This design comes from an exercise in tuning for small area, a short achievable clock period and few clock cycles per item on the open sky130 flow, not from production work.
In this exercise RTL edits were held to simulation tests only and were not proved equivalent to the original.

Setup of run A:
==> flow/design.v (excerpt) <==
module pe_requant #(
    parameter int ACC_W  = 32,
    parameter int MULT_W = 16,
    parameter int CNT_W  = 16
) (
    input  logic              clk,
    input  logic              rst_n,
    input  logic              in_valid,
    output logic              in_ready,
    input  logic [ACC_W-1:0]  in_acc,
    input  logic [ACC_W-1:0]  in_bias,
    input  logic              in_last,
    output logic              out_valid,
    input  logic              out_ready,
    output logic [7:0]        out_data,
    output logic              out_last,
    input  logic              cfg_we,
    input  logic [MULT_W-1:0] cfg_mult,
    input  logic [4:0]        cfg_shift,
    input  logic [7:0]        cfg_zp,
    output logic              busy,
    output logic [CNT_W-1:0]  out_count
);
    localparam int SUM_W = ACC_W + 1;    
    localparam int W     = 41;           
    localparam int NDIG  = 9;            
    localparam int NH    = 4;            
    logic [NDIG-1:0] bone;
    logic [NDIG-2:0] btwo, bneg;
    logic [4:0]      cfg_shift_q;
    logic [7:0]      cfg_zp_q;
    logic [7:0]      cfg_big_q;           
    logic        s1_vld, s2_vld, r3_vld;
    logic        s1_last, s2_last;
    logic        room_q;                  
    logic        any_q;                   
    logic        in_fire, pop, cfg_apply;
    assign in_ready  = room_q || out_ready;
    assign in_fire   = in_valid && in_ready;
    assign busy      = any_q || in_valid;
    assign cfg_apply = cfg_we && !busy;
    logic [SUM_W-1:0] s1_sum;
    logic [SUM_W-1:0] a1_a, a1_b, a1_s;
    assign a1_a = {in_acc[ACC_W-1], in_acc};
    assign a1_b = {in_bias[ACC_W-1], in_bias};
    logic [32:0] a1_g0, a1_p0;
    assign a1_g0 = a1_a & a1_b;
    assign a1_p0 = a1_a ^ a1_b;
    logic a1_G0, a1_P0;
    assign a1_G0 = a1_g0[1] | (a1_p0[1] & a1_g0[0]);
    assign a1_P0 = a1_p0[1] & a1_p0[0];
    logic a1_G1, a1_P1;
    assign a1_G1 = a1_g0[3] | (a1_p0[3] & a1_g0[2]);
    assign a1_P1 = a1_p0[3] & a1_p0[2];
    logic a1_G2, a1_P2;
    assign a1_G2 = a1_g0[5] | (a1_p0[5] & a1_g0[4]);
  ...
clock: 9.0 ns
lec_check: 0
abc_clock_period_in_ps: 4400
cap_margin: 20
core_margin: 2
core_utilization: 55
cts_buf_list: sky130_fd_sc_hd__clkbuf_4 sky130_fd_sc_hd__clkbuf_8
cts_cluster_size: 30
setup_slack_margin: 5.0
slew_margin: 20
synth_hierarchical: 1
synth_minimum_keep_size: 0
standard.sh (not shown) runs the stock make flow with config.mk's settings and CLKGATE_MAP_FILE= SYNTH_SCRIPT=/design/flow/synth_recipe.tcl, a recipe that flattens the netlist after the stock synthesis.
==> flow/flow/run.sh <==
#!/bin/bash
# Standard layout, with plain buffers (not delay buffers) on the ports and a
# clock tree without dummy loads.
export BUFFER_PORTS_ARGS="-buffer_cell sky130_fd_sc_hd__buf_1"
export CTS_ARGS="-sink_clustering_enable -repair_clock_nets -dont_use_dummy_load -sink_clustering_size 24 -sink_clustering_max_diameter 90 -buf_list {sky130_fd_sc_hd__clkbuf_8 sky130_fd_sc_hd__clkbuf_16}"
bash standard.sh > standard.log 2>&1
Testbench counts of run A, summed over its fixed seeds: cycles 11,268, items 10,948.
For run B, these inputs were changed with respect to run A:
- changing CORE_UTILIZATION from 55 to 58
==> flow/flow/run.sh <==
#!/bin/bash
# Standard layout, with plain buffers (not delay buffers) on the ports and a
# clock tree without dummy loads.
export BUFFER_PORTS_ARGS="-buffer_cell sky130_fd_sc_hd__buf_1"
export CTS_ARGS="-sink_clustering_enable -repair_clock_nets -dont_use_dummy_load -sink_clustering_size 16 -sink_clustering_max_diameter 70 -buf_list {sky130_fd_sc_hd__clkbuf_8}"
bash standard.sh > standard.log 2>&1
### Flow results
Floorplan check, run B vs run A: die outline smaller in run B. Run A → run B: design area essentially unchanged, total detailed-routing wirelength decreased 1000 microns. Against run A, run B reports a final estimated routing congestion in global placement that is lower. Number of filler cells placed in the layout delta for run B relative to run A: 7.8% lower. Total number of vias: run B vs run A up 127.
Input changes introduced in run C (baseline for comparison: run B):
- CORE_UTILIZATION changed from 58 to 55
Notes after the runs:
In summary, run C completed successfully, with a layout that passed the timing, DRC and antenna checks.
In the reports for run B and run C, the smaller layout overhead on the synthesized area belongs to run C.
Run C against run B: final critical path time including I/O delays and setup lower; final cell count roughly the same.
The critical path class comes out in2out in one run and reg2reg in the other, namely in run C and run B respectively.

what the ideal ports hide:
The results above use ideal ports. As a check the final layouts listed here were re-extracted and re-timed, cells and wires unchanged. Step 1 assumes that a clkbuf_16 drives the clock port and a buf_2 every other input. Step 2 also shifts input and output timing later by t, the mid clock arrival at the registers, as if the neighbouring blocks saw the same clock. Three values: ideal ports, drivers, drivers and shift; two values: the first two.
run | shift t [ns] | setup WS [ns] | worst hold slack (ns) | worst register clock-pin slew, ns | cell pins on the clock port's net
run A | 0.559 | 5.039 / 5.014 / 4.515 | 0.341 / 0.341 / 0.341 | 0.10 / 0.10 | 1
run B | 0.625 | 4.990 / 4.990 / 4.515 | 0.281 / 0.281 / 0.281 | 0.10 / 0.10 | 1
run C | 0.621 | 5.045 / 5.022 / 4.523 | 0.344 / 0.344 / 0.344 | 0.10 / 0.10 | 1
After both steps setup and hold are still met in every run listed. For run A, which loses most, drivers alone change the setup slack by -0.025 ns; drivers and shift together by -0.524 ns.
